Background: an optimization exercise with open tools, aiming at small area. Do not read the settings as production practice.
Only simulation tests tie the RTL to the original design; equivalence was not proved.
Power is estimated from default activity; no workload was simulated.

Design iir_cascade_top, start of the top module:
module iir_cascade_top
#(
    parameter int SAMPLE_DIV = 16    
) (
    input  logic         clk,
    input  logic         reset,
    input  logic         run,
    input  logic [15:0]  sample_in,
    input  logic [79:0]  coef_s1,
    input  logic [79:0]  coef_s2,
    output logic         sample_req,
    output logic [15:0]  filt_out,
    output logic         out_valid
);
For scale: ~1100 cells after synthesis, about 200 I/O pins, about 14000 µm² of cells after synthesis.
export LEC_CHECK = 0
export CAP_MARGIN = 20
export CELL_PAD_IN_SITES_DETAIL_PLACEMENT = 1
export CORE_MARGIN = 2
export CORE_UTILIZATION = 50
export PLACE_DENSITY = 0.65
export SLEW_MARGIN = 20
export SYNTH_HIERARCHICAL = 1
export SYNTH_MINIMUM_KEEP_SIZE = 0
create_clock -name core_clock -period 10.0 [get_ports {clk}]
standard.sh (not shown) runs the stock make flow with config.mk's settings and CLKGATE_MAP_FILE= SYNTH_SCRIPT=/design/flow/synth_recipe.tcl, a recipe that flattens the netlist after the stock synthesis.
==> flow/flow/run.sh <==
#!/bin/bash
set -euo pipefail
export BUFFER_PORTS_ARGS="-buffer_cell sky130_fd_sc_hd__buf_1"
export CTS_ARGS="-sink_clustering_enable -repair_clock_nets -dont_use_dummy_load -buf_list sky130_fd_sc_hd__clkbuf_4 -sink_clustering_size 11 -sink_clustering_max_diameter 40"
bash standard.sh synth > synth.log 2>&1
ODB=orfs/results/$FLOW_PLATFORM/iir_cascade_top/base/1_synth.odb \
LIB_FILE=$FLOW_HOME/platforms/$FLOW_PLATFORM/lib/sky130_fd_sc_hd__tt_025C_1v80.lib \
  openroad -no_init -exit flow/downsize.tcl > downsize.log 2>&1
bash standard.sh > standard.log 2>&1
==> flow/flow/downsize.tcl <==
# Area recovery before floorplan: every combinational cell of the synthesized netlist that
# has a smaller variant of the same function (same base name, e.g. a22oi_2 -> a22oi_1) is
# swapped for the smallest one. Flip-flops, latches, clock cells, buffers and inverters are
# left alone. The standard flow's later repair steps size cells back up where timing,
# slew or capacitance needs it.
read_liberty $::env(LIB_FILE)
read_db $::env(ODB)
set skip {df dl clk buf inv fill tap decap conb diode probe lpflow ebuf einv mux4 dlygate dlymetal}
set best [dict create]
foreach lc [get_lib_cells *] {
  set name [get_name $lc]
  if {![regexp {^(sky130_fd_sc_hd__[a-z0-9]+)_([0-9]+)$} $name -> base sz]} { continue }
  set bad 0
  foreach s $skip { if {[string first $s $base] >= 0} { set bad 1 } }
  if {$bad} { continue }
  set a [get_property $lc area]
  if {![dict exists $best $base] || $a < [lindex [dict get $best $base] 1]} {
    dict set best $base [list $name $a]
  }
}
set n 0
set saved 0.0
foreach inst [get_cells *] {
  set ref [get_property $inst ref_name]
  if {![regexp {^(sky130_fd_sc_hd__[a-z0-9]+)_([0-9]+)$} $ref -> base sz]} { continue }
  if {![dict exists $best $base]} { continue }
  lassign [dict get $best $base] to ato
  if {$to eq $ref} { continue }
  set afrom [get_property [get_lib_cells */$ref] area]
  if {$ato >= $afrom} { continue }
  replace_cell $inst $to
  incr n
  set saved [expr {$saved + $afrom - $ato}]
}
puts "downsize: replaced $n cells, [format %.1f $saved] um2 less"
write_db $::env(ODB)
Next try:
==> flow/flow/run.sh (replaced) <==
#!/bin/bash
set -o pipefail
export BUFFER_PORTS_ARGS="-buffer_cell sky130_fd_sc_hd__buf_1"
export CTS_ARGS="-sink_clustering_enable -repair_clock_nets -dont_use_dummy_load -buf_list sky130_fd_sc_hd__clkbuf_8 -sink_clustering_size 20 -sink_clustering_max_diameter 60"
bash standard.sh > standard.log 2>&1
Settings changed: CELL_PAD_IN_SITES_DETAIL_PLACEMENT 1 to default, CORE_UTILIZATION 50 to 40, PLACE_DENSITY 0.65 to default.
removed: flow/flow/downsize.tcl
=>
- wire length barely changes
- cell area rises by 7.1%
- global-route usage is lower by 7.4 points
Next try:
==> flow/flow/run.sh (replaced) <==
#!/bin/bash
set -euo pipefail
export BUFFER_PORTS_ARGS="-buffer_cell sky130_fd_sc_hd__buf_1"
export CTS_ARGS="-sink_clustering_enable -repair_clock_nets -dont_use_dummy_load -buf_list sky130_fd_sc_hd__clkbuf_4 -sink_clustering_size 10 -sink_clustering_max_diameter 50"
bash standard.sh synth > synth.log 2>&1
ODB=orfs/results/$FLOW_PLATFORM/iir_cascade_top/base/1_synth.odb \
LIB_FILE=$FLOW_HOME/platforms/$FLOW_PLATFORM/lib/sky130_fd_sc_hd__tt_025C_1v80.lib \
  openroad -no_init -exit flow/downsize.tcl > downsize.log 2>&1
bash standard.sh > standard.log 2>&1
==> flow/flow/downsize.tcl (new file) <==
# Area recovery before floorplan: every combinational cell of the synthesized netlist that
# has a smaller variant of the same function (same base name, e.g. a22oi_2 -> a22oi_1) is
# swapped for the smallest one. Flip-flops, latches, clock cells, buffers and inverters are
# left alone. The standard flow's later repair steps size cells back up where timing,
# slew or capacitance needs it.
read_liberty $::env(LIB_FILE)
read_db $::env(ODB)
set skip {df dl clk buf inv fill tap decap conb diode probe lpflow ebuf einv mux4 dlygate dlymetal}
set best [dict create]
foreach lc [get_lib_cells *] {
  set name [get_name $lc]
  if {![regexp {^(sky130_fd_sc_hd__[a-z0-9]+)_([0-9]+)$} $name -> base sz]} { continue }
  set bad 0
  foreach s $skip { if {[string first $s $base] >= 0} { set bad 1 } }
  if {$bad} { continue }
  set a [get_property $lc area]
  if {![dict exists $best $base] || $a < [lindex [dict get $best $base] 1]} {
    dict set best $base [list $name $a]
  }
}
set n 0
set saved 0.0
foreach inst [get_cells *] {
  set ref [get_property $inst ref_name]
  if {![regexp {^(sky130_fd_sc_hd__[a-z0-9]+)_([0-9]+)$} $ref -> base sz]} { continue }
  if {![dict exists $best $base]} { continue }
  lassign [dict get $best $base] to ato
  if {$to eq $ref} { continue }
  set afrom [get_property [get_lib_cells */$ref] area]
  if {$ato >= $afrom} { continue }
  replace_cell $inst $to
  incr n
  set saved [expr {$saved + $afrom - $ato}]
}
puts "downsize: replaced $n cells, [format %.1f $saved] um2 less"
write_db $::env(ODB)
Settings changed: CELL_PAD_IN_SITES_DETAIL_PLACEMENT from default to 1.
Outcome: The new run finished clean. Cell area is lower by about 6%. Sequential share of layout area came out higher by 2.0 points. Final cell count goes down by about 0.6%. Routed wire length climbs by 4.2%. Utilization fell by 0.26 points. Via count rises by about 1.8%.
Next try:
--- a/flow/flow/run.sh
+++ b/flow/flow/run.sh
@@ -4 +4 @@
-export CTS_ARGS="-sink_clustering_enable -repair_clock_nets -dont_use_dummy_load -buf_list sky130_fd_sc_hd__clkbuf_4 -sink_clustering_size 10 -sink_clustering_max_diameter 50"
+export CTS_ARGS="-sink_clustering_enable -repair_clock_nets -dont_use_dummy_load -buf_list sky130_fd_sc_hd__clkbuf_4 -sink_clustering_size 8 -sink_clustering_max_diameter 40"
Settings changed: CORE_UTILIZATION 40 to 50, PLACE_DENSITY from default to 0.65.
Worst setup slack loses 0.23 ns.
Die area falls by 20%.
Count of clock-buffer cells in the layout rises by 8.
Cell area falls by 0.76%.
Wire length falls by 3.9%.

Starting RTL as in the previous note.
export LEC_CHECK = 0
export CAP_MARGIN = 0
export CELL_PAD_IN_SITES_DETAIL_PLACEMENT = 1
export CORE_MARGIN = 2
export CORE_UTILIZATION = 50
export PLACE_DENSITY = 0.65
export SLEW_MARGIN = 0
export SYNTH_HIERARCHICAL = 1
export SYNTH_MINIMUM_KEEP_SIZE = 0
create_clock -name core_clock -period 10.0 [get_ports {clk}]
==> flow/flow/run.sh <==
#!/bin/bash
set -euo pipefail
export BUFFER_PORTS_ARGS="-buffer_cell sky130_fd_sc_hd__buf_1"
export CTS_ARGS="-sink_clustering_enable -repair_clock_nets -dont_use_dummy_load -buf_list sky130_fd_sc_hd__clkbuf_4 -sink_clustering_size 8 -sink_clustering_max_diameter 40"
bash standard.sh synth > synth.log 2>&1
ODB=orfs/results/$FLOW_PLATFORM/iir_cascade_top/base/1_synth.odb \
LIB_FILE=$FLOW_HOME/platforms/$FLOW_PLATFORM/lib/sky130_fd_sc_hd__tt_025C_1v80.lib \
  openroad -no_init -exit flow/downsize.tcl > downsize.log 2>&1
bash standard.sh > standard.log 2>&1
==> flow/flow/downsize.tcl <==
# Area recovery before floorplan: every combinational cell of the synthesized netlist that
# has a smaller variant of the same function (same base name, e.g. a22oi_2 -> a22oi_1) is
# swapped for the smallest one. Flip-flops, latches, clock cells, buffers and inverters are
# left alone. The standard flow's later repair steps size cells back up where timing,
# slew or capacitance needs it.
read_liberty $::env(LIB_FILE)
read_db $::env(ODB)
set skip {df dl clk buf inv fill tap decap conb diode probe lpflow ebuf einv mux4 dlygate dlymetal}
set best [dict create]
foreach lc [get_lib_cells *] {
  set name [get_name $lc]
  if {![regexp {^(sky130_fd_sc_hd__[a-z0-9]+)_([0-9]+)$} $name -> base sz]} { continue }
  set bad 0
  foreach s $skip { if {[string first $s $base] >= 0} { set bad 1 } }
  if {$bad} { continue }
  set a [get_property $lc area]
  if {![dict exists $best $base] || $a < [lindex [dict get $best $base] 1]} {
    dict set best $base [list $name $a]
  }
}
set n 0
set saved 0.0
foreach inst [get_cells *] {
  set ref [get_property $inst ref_name]
  if {![regexp {^(sky130_fd_sc_hd__[a-z0-9]+)_([0-9]+)$} $ref -> base sz]} { continue }
  if {![dict exists $best $base]} { continue }
  lassign [dict get $best $base] to ato
  if {$to eq $ref} { continue }
  set afrom [get_property [get_lib_cells */$ref] area]
  if {$ato >= $afrom} { continue }
  replace_cell $inst $to
  incr n
  set saved [expr {$saved + $afrom - $ato}]
}
puts "downsize: replaced $n cells, [format %.1f $saved] um2 less"
write_db $::env(ODB)
The first run finished clean.
Then changed:
==> flow/flow/run.sh (replaced) <==
#!/bin/bash
set -o pipefail
export BUFFER_PORTS_ARGS="-buffer_cell sky130_fd_sc_hd__buf_1"
export CTS_ARGS="-sink_clustering_enable -repair_clock_nets -dont_use_dummy_load -buf_list sky130_fd_sc_hd__clkbuf_4 -sink_clustering_size 12 -sink_clustering_max_diameter 50"
bash standard.sh > standard.log 2>&1
--- a/flow/config.mk
+++ b/flow/config.mk
@@ -7,8 +7,7 @@
 export LEC_CHECK = 0
-export CAP_MARGIN = 0
+export CAP_MARGIN = 20
 export CELL_PAD_IN_SITES_DETAIL_PLACEMENT = 1
 export CORE_MARGIN = 2
-export CORE_UTILIZATION = 50
-export PLACE_DENSITY = 0.65
-export SLEW_MARGIN = 0
+export CORE_UTILIZATION = 40
+export SLEW_MARGIN = 20
 export SYNTH_HIERARCHICAL = 1
removed: flow/flow/downsize.tcl
The new run went through all stages and came out clean.
Routed wire length rose by about 8%.
Register-to-register slack gets better by 0.35 ns.
Setup slack improved by 0.35 ns.
Final cell count is higher by about 8%.
First-iteration DRC count goes down by 32%.
Global-route usage went down by 5.7 points.
Sequential power barely changes.
Power came out higher by about 4%.
Final area climbs by about 6.4%.
Fmax increases by 4.0%.

static timing again, ports no longer ideal:
The results above use ideal ports. As a check the final layouts listed here were re-extracted and re-timed, cells and wires unchanged.
Step 1 (the two cells are an assumption about what drives the block):
set clk [get_ports {clk}]
set_driving_cell -lib_cell sky130_fd_sc_hd__clkbuf_16 $clk
set_driving_cell -lib_cell sky130_fd_sc_hd__buf_2 [delete_from_list [all_inputs] $clk]
Step 2 moves the port delays by t, midway between the first and last clock arrival at a register: inputs arrive t later, outputs are due t later. That takes back most of the time a late clock gives input paths.
Three values: ideal ports, drivers, drivers and shift; two values: the first two.
run | t, ns | setup WS [ns] | hold WS [ns]
the first run of note 1 | 0.689 | 0.907 / 0.907 / 0.907 | 0.418 / 0.418 / 0.418
the second run of note 1 | 0.587 | 1.214 / 1.214 / 1.214 | 0.407 / 0.407 / 0.407
the third run of note 1 | 0.777 | 1.152 / 1.152 / 1.152 | 0.426 / 0.426 / 0.426
the fourth run of note 1 | 0.689 | 0.924 / 0.924 / 0.924 | 0.404 / 0.404 / 0.404
the first run of note 2 | 0.689 | 0.844 / 0.844 / 0.844 | 0.404 / 0.403 / 0.403
the second run of note 2 | 0.757 | 1.199 / 1.199 / 1.144 | 0.435 / 0.435 / 0.435
After both steps every run listed still meets setup and hold. The setup slack of the second run of note 2, which loses most, moves by 0.000 ns with the drivers and by -0.055 ns with both steps.
